From an optimization exercise on the open Yosys and OpenROAD flow, aimed at small area, a short achievable clock period and few clock cycles; shortcuts taken in it are not production practice.
The RTL was checked by simulation tests, not by an equivalence proof against the original design.

==> try-violet: inputs <==
## mem_hierarchy
module mem_hierarchy (
	input logic clk,
	input logic reset,
	input lc3b_pkg::mem_req_t i_req,
	output lc3b_pkg::lc3b_word i_rdata,
	output logic i_resp,
	input lc3b_pkg::mem_req_t d_req,
	output lc3b_pkg::lc3b_word d_rdata,
	output logic d_resp,
	input logic pmem_resp,
	input lc3b_pkg::lc3b_cache_line pmem_rdata,
	output lc3b_pkg::lc3b_word pmem_address,
	output lc3b_pkg::lc3b_cache_line pmem_wdata,
	output logic pmem_read,
	output logic pmem_write
);
clock: 9.0 ns
lec_check: 0
cap_margin: 20
core_margin: 2
core_utilization: 40
slew_margin: 20
run.sh (not shown) runs the stock make flow with config.mk's settings and CLKGATE_MAP_FILE= SYNTH_SCRIPT=/design/flow/synth_recipe.tcl, a recipe that flattens the netlist after the stock synthesis.
==> try-fjord (differences from try-violet) <==
--- a/flow/design.v
+++ b/flow/design.v
@@ -36,12 +36,14 @@
 	input logic reset,
 	input lc3b_pkg::mem_req_t cpu_req,
 	output lc3b_pkg::lc3b_word cpu_rdata,
 	output logic cpu_resp,
 	output lc3b_pkg::l1_miss_t miss_out,
 	output lc3b_pkg::lc3b_cache_line x_data,   
+	input logic [lc3b_pkg::victim_entries*lc3b_pkg::line_tag_bits-1:0] vb_tag,   
+	output logic [lc3b_pkg::victim_entries-1:0] x_in_vb,   
 	input logic grant,   
 	input logic fill,   
 	input lc3b_pkg::lc3b_cache_line fill_data,
 	input logic fill_dirty
 );
 	logic [lc3b_pkg::l1_tag_bits-1:0] tag_array [lc3b_pkg::l1_sets];
@@ -56,29 +58,44 @@
 	lc3b_pkg::lc3b_cache_line cur_line;
 	assign tag = cpu_req.address[lc3b_pkg::word_bits-1 -: lc3b_pkg::l1_tag_bits];
 	assign index = cpu_req.address[lc3b_pkg::offset_bits +: lc3b_pkg::index_bits];
 	assign word_sel = cpu_req.address[lc3b_pkg::offset_bits-1:1];
 	assign access = cpu_req.read | cpu_req.write;
 	assign idle = !st_wait && !st_fill && !st_resp;
-	assign hit = valid[index] && (tag_array[index] == tag);
+	logic [lc3b_pkg::l1_sets-1:0] tag_match;
+	always_comb
+		for (int s = 0; s < lc3b_pkg::l1_sets; s++)
+			tag_match[s] = (tag_array[s] == tag);
+	assign hit = valid[index] && tag_match[index];
+	logic [lc3b_pkg::victim_entries-1:0] vb_shared;
+	always_ff @(posedge clk)
+		for (int k = 0; k < lc3b_pkg::victim_entries; k++)
+			vb_shared[k] <= (tag_array[vb_tag[k*lc3b_pkg::line_tag_bits +: lc3b_pkg::index_bits]]
+				== vb_tag[k*lc3b_pkg::line_tag_bits + lc3b_pkg::index_bits +: lc3b_pkg::l1_tag_bits]);
+	always_comb
+		for (int k = 0; k < lc3b_pkg::victim_entries; k++)
+			x_in_vb[k] = vb_shared[k] && (vb_tag[k*lc3b_pkg::line_tag_bits +: lc3b_pkg::index_bits] == index);
 	assign lookup_hit = idle && access && hit;
 	assign do_write = writable && cpu_req.write;   
 	assign cur_line = data_array[index];
 	assign miss_out.want = st_wait || (idle && access);
 	assign miss_out.miss = st_wait || !hit;
 	assign miss_out.y_line = {tag, index};
 	assign miss_out.x_valid = valid[index];
 	assign miss_out.x_line = {tag_array[index], index};
 	assign miss_out.x_dirty = set_dirty;
 	assign x_data = cur_line;
+	logic wr_hit;
 	always_ff @(posedge clk) begin
 		if (reset) begin
 			st_wait <= 1'b0;
 			st_fill <= 1'b0;
 			st_resp <= 1'b0;
+			wr_hit <= 1'b0;
 		end else begin
+			wr_hit <= lookup_hit && do_write;
 			st_resp <= lookup_hit || fill;
 			st_fill <= (st_fill && !fill) || ((st_wait || (idle && access && !hit)) && grant);
 			st_wait <= (st_wait || (idle && access && !hit)) && !grant;
 		end
 	end
 	always_ff @(posedge clk) begin
@@ -91,13 +108,13 @@
 		logic [lc3b_pkg::l1_sets-1:0] dirty;
 		always_ff @(posedge clk) begin
 			if (reset)
 				dirty <= '0;
 			else if (fill)
 				dirty[index] <= fill_dirty || cpu_req.write;   
-			else if (lookup_hit && cpu_req.write)
+			else if (wr_hit)
 				dirty[index] <= 1'b1;   
 		end
 		assign set_dirty = dirty[index];
 	end else begin : g_clean
 		assign set_dirty = 1'b0;   
 	end
@@ -109,13 +126,13 @@
 			array_wdata[8*b +: 8] = lane_write[b] ? cpu_req.wdata[8*(b%2) +: 8] : fill_data[8*b +: 8];
 		end
 	end
 	always_ff @(posedge clk) begin
 		for (int s = 0; s < lc3b_pkg::l1_sets; s++) begin
 			for (int b = 0; b < 2*(lc3b_pkg::line_bits/lc3b_pkg::word_bits); b++)
-				if (index == s && (fill || (lookup_hit && lane_write[b])))
+				if (index == s && (fill || (wr_hit && lane_write[b])))
 					data_array[s][8*b +: 8] <= array_wdata[8*b +: 8];
 			if (index == s && fill)
 				tag_array[s] <= tag;
 		end
 	end
 	always_ff @(posedge clk) begin
@@ -146,12 +163,15 @@
 	input logic clk,
 	input logic reset,
 	input lc3b_pkg::l1_miss_t i_miss,
 	input lc3b_pkg::l1_miss_t d_miss,
 	input lc3b_pkg::lc3b_cache_line i_xdata,
 	input lc3b_pkg::lc3b_cache_line d_xdata,
+	input logic [lc3b_pkg::victim_entries-1:0] i_x_in_vb,   
+	input logic [lc3b_pkg::victim_entries-1:0] d_x_in_vb,
+	output logic [lc3b_pkg::victim_entries*lc3b_pkg::line_tag_bits-1:0] vb_tag,
 	input logic sel_d,
 	input logic go,
 	output logic ready,
 	output logic i_fill,
 	output logic d_fill,
 	output lc3b_pkg::lc3b_cache_line fill_data,
@@ -189,80 +209,92 @@
 			lru_oh[k] = (rank_q[k] == lc3b_pkg::victim_slot_t'(n - 1));
 			if (lru_oh[k])
 				lru_slot = lc3b_pkg::victim_slot_t'(k);
 		end
 	end
 	assign full = &valid_q;
-	logic [n-1:0] i_xh, i_yh, d_xh, d_yh;
-	always_comb begin
-		for (int k = 0; k < n; k++) begin
-			i_xh[k] = valid_q[k] && (tag_q[k] == i_miss.x_line);
-			i_yh[k] = valid_q[k] && (tag_q[k] == i_miss.y_line);
-			d_xh[k] = valid_q[k] && (tag_q[k] == d_miss.x_line);
-			d_yh[k] = valid_q[k] && (tag_q[k] == d_miss.y_line);
-		end
-	end
-	logic [n-1:0] xh, yh, yh_eff;
-	logic x_valid, xhit, need_lru, wb, yhit_eff;
-	lc3b_pkg::victim_slot_t x_slot, s_x, y_slot;
-	lc3b_pkg::line_addr_t y_line;
-	assign xh = sel_d ? d_xh : i_xh;
-	assign yh = sel_d ? d_yh : i_yh;
-	assign x_valid = sel_d ? d_miss.x_valid : i_miss.x_valid;
-	assign y_line = sel_d ? d_miss.y_line : i_miss.y_line;
-	assign xhit = |xh;
-	assign need_lru = x_valid && !xhit && full;   
-	assign wb = need_lru && dirty_q[lru_slot];
-	assign yh_eff = yh & ~(need_lru ? lru_oh : '0);   
-	assign yhit_eff = |yh_eff;
-	always_comb begin
-		x_slot = '0;
-		y_slot = '0;
-		for (int k = 0; k < n; k++) begin
-			if (xh[k])
-				x_slot = lc3b_pkg::victim_slot_t'(k);
-			if (yh_eff[k])
-				y_slot = lc3b_pkg::victim_slot_t'(k);
+	logic [1:0] c_xhit, c_wb, c_yhit;
+	lc3b_pkg::victim_slot_t c_s_x [2];
+	lc3b_pkg::victim_slot_t c_y_slot [2];
+	lc3b_pkg::line_addr_t c_addr [2];
+	logic [1:0] c_x_valid;
+	always_comb begin : decide
+		logic [n-1:0] xh, yh;
+		logic need_lru;
+		lc3b_pkg::l1_miss_t m;
+		logic [n-1:0] x_in;
+		for (int p = 0; p < 2; p++) begin
+			m = p ? d_miss : i_miss;
+			x_in = p ? d_x_in_vb : i_x_in_vb;
+			for (int k = 0; k < n; k++) begin
+				xh[k] = valid_q[k] && x_in[k];
+				yh[k] = valid_q[k] && (tag_q[k] == m.y_line);
+			end
+			c_x_valid[p] = m.x_valid;
+			c_xhit[p] = |xh;
+			need_lru = m.x_valid && !c_xhit[p] && full;   
+			c_wb[p] = need_lru && dirty_q[lru_slot];
+			if (need_lru)
+				yh = yh & ~lru_oh;   
+			c_yhit[p] = |yh;
+			c_y_slot[p] = '0;
+			c_s_x[p] = full ? lru_slot : free_slot;
+			for (int k = 0; k < n; k++) begin
+				if (yh[k])
+					c_y_slot[p] = lc3b_pkg::victim_slot_t'(k);
+				if (xh[k])
+					c_s_x[p] = lc3b_pkg::victim_slot_t'(k);
+			end
+			c_addr[p] = c_wb[p] ? tag_q[lru_slot] : m.y_line;
 		end
 	end
-	assign s_x = xhit ? x_slot : (full ? lru_slot : free_slot);
+	logic x_valid, wb, yhit_eff;
+	lc3b_pkg::victim_slot_t s_x, y_slot;
+	assign x_valid = c_x_valid[sel_d];
+	assign wb = c_wb[sel_d];
+	assign yhit_eff = c_yhit[sel_d];
+	assign s_x = c_s_x[sel_d];
+	assign y_slot = c_y_slot[sel_d];
 	lc3b_pkg::line_addr_t p_x_line, p_y_line;
 	logic p_x_dirty;
 	lc3b_pkg::lc3b_cache_line p_x_data;
 	assign p_x_line = port_q ? d_miss.x_line : i_miss.x_line;
 	assign p_y_line = port_q ? d_miss.y_line : i_miss.y_line;
 	assign p_x_dirty = port_q ? d_miss.x_dirty : i_miss.x_dirty;
 	assign p_x_data = port_q ? d_xdata : i_xdata;
 	logic rd_done, wb_done, install_now;
 	assign rd_done = e_rd && pmem_resp;
 	assign wb_done = e_wb && pmem_resp;
 	assign install_now = inst_pend && (!e_wb || pmem_resp);   
-	assign ready = !(e_wb || e_rd || e_xfer) || rd_done;
+	logic installed;   
+	assign ready = (!(e_wb || e_rd || e_xfer) || rd_done) && !installed;
 	always_ff @(posedge clk) begin
 		if (reset) begin
 			e_wb <= 1'b0;
 			e_rd <= 1'b0;
 			e_xfer <= 1'b0;
 			inst_pend <= 1'b0;
+			installed <= 1'b0;
 		end else begin
+			installed <= install_now;
 			e_wb <= (e_wb && !pmem_resp) || (go && wb);
 			e_rd <= (e_rd && !pmem_resp) || (go && !wb && !yhit_eff) || (wb_done && !yhit_q);
-			e_xfer <= (go && !wb && yhit_eff) || (wb_done && yhit_q);
+			e_xfer <= xfer_next;
 			if (go)
 				inst_pend <= x_valid;
 			else if (install_now)
 				inst_pend <= 1'b0;
 		end
 	end
 	always_ff @(posedge clk) begin
 		if (go) begin
 			port_q <= sel_d;
 			inst_slot_q <= s_x;
 			y_slot_q <= y_slot;
 			yhit_q <= yhit_eff;
-			addr_q <= wb ? tag_q[lru_slot] : y_line;
+			addr_q <= c_addr[sel_d];
 		end else if (wb_done) begin
 			addr_q <= p_y_line;
 		end
 	end
 	always_ff @(posedge clk) begin
 		if (reset) begin
@@ -271,29 +303,57 @@
 			for (int k = 0; k < n; k++)
 				rank_q[k] <= lc3b_pkg::victim_slot_t'(k);   
 		end else begin
 			if (install_now) begin
 				valid_q[inst_slot_q] <= 1'b1;
 				dirty_q[inst_slot_q] <= p_x_dirty;
-				for (int k = 0; k < n; k++)
-					if (rank_q[k] < rank_q[inst_slot_q])
-						rank_q[k] <= rank_q[k] + 1'b1;   
-				rank_q[inst_slot_q] <= '0;   
 			end
 			if (e_xfer)
 				valid_q[y_slot_q] <= 1'b0;   
+			for (int k = 0; k < n; k++)
+				rank_q[k] <= rank_next[k];
 		end
 	end
+	lc3b_pkg::victim_slot_t rank_next [n];
+	lc3b_pkg::victim_slot_t lru_next;
+	always_comb begin
+		for (int k = 0; k < n; k++)
+			rank_next[k] = rank_q[k];
+		if (install_now) begin
+			for (int k = 0; k < n; k++)
+				if (rank_q[k] < rank_q[inst_slot_q])
+					rank_next[k] = rank_q[k] + 1'b1;   
+			rank_next[inst_slot_q] = '0;   
+		end
+		lru_next = '0;
+		for (int k = 0; k < n; k++)
+			if (rank_next[k] == lc3b_pkg::victim_slot_t'(n - 1))
+				lru_next = lc3b_pkg::victim_slot_t'(k);
+	end
 	always_ff @(posedge clk) begin
 		if (install_now) begin
 			tag_q[inst_slot_q] <= p_x_line;
 			line_q[inst_slot_q] <= p_x_data;
 		end
 	end
+	always_comb
+		for (int k = 0; k < n; k++)
+			vb_tag[k*lc3b_pkg::line_tag_bits +: lc3b_pkg::line_tag_bits] = tag_q[k];
 	lc3b_pkg::lc3b_cache_line vb_out;
-	assign vb_out = line_q[e_xfer ? y_slot_q : lru_slot];
+	lc3b_pkg::victim_slot_t vsel_q;   
+	logic xfer_next;
+	assign xfer_next = (go && !wb && yhit_eff) || (wb_done && yhit_q);
+	always_ff @(posedge clk) begin
+		if (reset)
+			vsel_q <= lc3b_pkg::victim_slot_t'(n - 1);   
+		else if (xfer_next)
+			vsel_q <= go ? y_slot : y_slot_q;
+		else
+			vsel_q <= lru_next;
+	end
+	assign vb_out = line_q[vsel_q];
 	always_ff @(posedge clk)
 		wdata_q <= vb_out;   
 	assign fill_data = e_xfer ? vb_out : pmem_rdata;
 	assign fill_dirty = e_xfer && dirty_q[y_slot_q];
 	assign i_fill = (e_xfer || rd_done) && !port_q;
 	assign d_fill = (e_xfer || rd_done) && port_q;
@@ -319,22 +379,26 @@
 	output logic pmem_read,
 	output logic pmem_write
 );
 	lc3b_pkg::l1_miss_t i_miss, d_miss;
 	lc3b_pkg::lc3b_cache_line i_xdata, d_xdata;
 	logic i_grant, d_grant, sel_d, go, ready;
+	logic [lc3b_pkg::victim_entries*lc3b_pkg::line_tag_bits-1:0] vb_tag;
+	logic [lc3b_pkg::victim_entries-1:0] i_x_in_vb, d_x_in_vb;
 	logic i_fill, d_fill, fill_dirty;
 	lc3b_pkg::lc3b_cache_line fill_data;
 	l1_cache #(.writable(1'b0)) icache (   
 		.clk,
 		.reset,
 		.cpu_req(i_req),
 		.cpu_rdata(i_rdata),
 		.cpu_resp(i_resp),
 		.miss_out(i_miss),
 		.x_data(i_xdata),
+		.vb_tag,
+		.x_in_vb(i_x_in_vb),
 		.grant(i_grant),
 		.fill(i_fill),
 		.fill_data,
 		.fill_dirty
 	);
 	l1_cache #(.writable(1'b1)) dcache (
@@ -342,12 +406,14 @@
 		.reset,
 		.cpu_req(d_req),
 		.cpu_rdata(d_rdata),
 		.cpu_resp(d_resp),
 		.miss_out(d_miss),
 		.x_data(d_xdata),
+		.vb_tag,
+		.x_in_vb(d_x_in_vb),
 		.grant(d_grant),
 		.fill(d_fill),
 		.fill_data,
 		.fill_dirty
 	);
 	line_arbiter arbiter (
@@ -363,12 +429,15 @@
 		.clk,
 		.reset,
 		.i_miss,
 		.d_miss,
 		.i_xdata,
 		.d_xdata,
+		.i_x_in_vb,
+		.d_x_in_vb,
+		.vb_tag,
 		.sel_d,
 		.go,
 		.ready,
 		.i_fill,
 		.d_fill,
 		.fill_data,
Settings changed: CORE_UTILIZATION 40 to 60, CTS_CLUSTER_DIAMETER set to 60, CTS_CLUSTER_SIZE set to 20, SETUP_SLACK_MARGIN set to 5.
==> try-pepper (differences from try-violet) <==
Settings changed: ABC_CLOCK_PERIOD_IN_PS set to 3000, SETUP_SLACK_MARGIN set to 5.
==> results.py <==
metrics = {
    "layout": {
        "clock_buffers": 380,
        "seq_share_pct": 56.9,
    },
    "timing": {
        "skew_ns": 0.0611,
    },
    "setup_path": {
        "path_cells": "buf_16, inv_8, ha_4, ha_4, or4_4, buf_12, buf_16, o32a_4, xnor2_2, nand2_2, nor4_4, buf_6, buf_12, buf_16, a31oi_4, buf_12, nor2_4, buf_6",
        "cpPeakStageDelay_ns": 0.54,
        "cp_num_cells": 18,
        "crit_start": "d_req[21]",
        "cp-endpoint": "dcache.data_array[2][107]",
    },
    "global_route": {
        "antenna_found_initial": 67,
    },
    "status": {
        "status": "no timing/DRC/antenna violations",
    },
    "yosys": {
        "synth_seq_cells": 2982,
    },
    "route": {
        "routedWlPerCell_um": 38.8,
    },
    "floorplanning": {
        "die_area_sq_mm": 0.301,
    },
}
Source of the figures above: try-pepper

==> results.py <==
metrics = {
    "setup_path": {
        "reg2reg_to": "icache.vb_shared[0]",
        "crit_start": "d_req[22]",
        "cp-endpoint": "dcache.data_array[0][38]",
        "path_cells": "buf_12, inv_6, bufbuf_16, ha_1, buf_4, nor2b_2",
        "cp_num_cells": 6,
    },
    "yosys": {
        "synth_seq_cells": 2992,
        "synth_xor_area_share_pct": 2.20,
    },
    "global_route": {
        "antenna_found_initial": 50,
        "grt.busiest_layer": "met2",
        "grt_pass1_wl_mm": 642,
        "grt.met3_usage_pct": 16.3,
    },
    "layout": {
        "buf_share_pct": 6.61,
    },
    "floorplanning": {
        "die_area_sq_mm": 0.213,
    },
    "timing": {
        "skew_ns": 0.0386,
    },
    "status": {
        "status": "no timing/DRC/antenna violations",
    },
    "power_and_ir_drop": {
        "p_clk_mw": 9.27,
    },
}
Source of the figures above: try-fjord

==> results.py <==
metrics = {
    "layout": {
        "clk_share_pct": 7.13,
        "seq_share_pct": 63.7,
        "clock_buffers": 379,
    },
    "route": {
        "routedWlPerCell_um": 35.3,
    },
    "setup_path": {
        "path_cells": "clkdlybuf4s50_1, inv_1, ha_4, a221oi_1, a21oi_1, o32ai_1, xor2_1, nand2_1, nor4_1, o21ai_0, nand2_2, inv_1, buf_4, a211oi_1, a311oi_1",
        "cpPeakStageDelay_ns": 0.98,
        "cp_num_cells": 15,
        "crit_start": "i_req[20]",
        "cp-endpoint": "victim.addr_q[5]",
    },
    "global_route": {
        "antenna_found_initial": 42,
    },
    "status": {
        "status": "no timing/DRC/antenna violations",
    },
    "floorplanning": {
        "die_area_sq_mm": 0.301,
    },
    "yosys": {
        "synthTopCellsByArea": "edfxtp_1, mux4_2, dfxtp_1, mux2_2, a222oi_1",
    },
}
Source of the figures above: try-violet

Testbench counts of try-violet, summed over its fixed seeds: cycles 161,121.
Testbench counts of try-fjord, summed over its fixed seeds: cycles 161,228.
Testbench counts of try-pepper, summed over its fixed seeds: cycles 161,121.

[static timing again, ports no longer ideal]
The flow's constraints put no driver on any port. The routed layouts listed below were extracted and timed again, unchanged, in two steps.
Step 1 (the two cells are an assumption about what drives the block):
set clk [get_ports {clk}]
set_driving_cell -lib_cell sky130_fd_sc_hd__clkbuf_16 $clk
set_driving_cell -lib_cell sky130_fd_sc_hd__buf_2 [delete_from_list [all_inputs] $clk]
Step 2 moves the port delays by t, midway between the first and last clock arrival at a register: inputs arrive t later, outputs are due t later. That takes back most of the time a late clock gives input paths.
Slacks: ideal / step 1 / step 2; pairs: ideal / step 1.
| run | shift t [ns] | setup slack, ns | hold WS [ns] | worst slew at a driven data input, ns | cell pins on the clock port's net |
|---|---|---|---|---|---|
| try-violet | 0.987 | 2.233 / 2.291 / 1.304 | 0.461 / 0.461 / 0.461 | 0.24 | 1 |
| try-fjord | 0.981 | 4.833 / 4.873 / 3.892 | 0.470 / 0.470 / 0.470 | 0.19 | 1 |
| try-pepper | 0.996 | 4.395 / 4.423 / 3.426 | 0.474 / 0.474 / 0.474 | 0.28 | 1 |
After both steps every run listed still meets setup and hold. The setup slack of try-pepper, which loses most, moves by +0.028 ns with the drivers and by -0.969 ns with both steps.
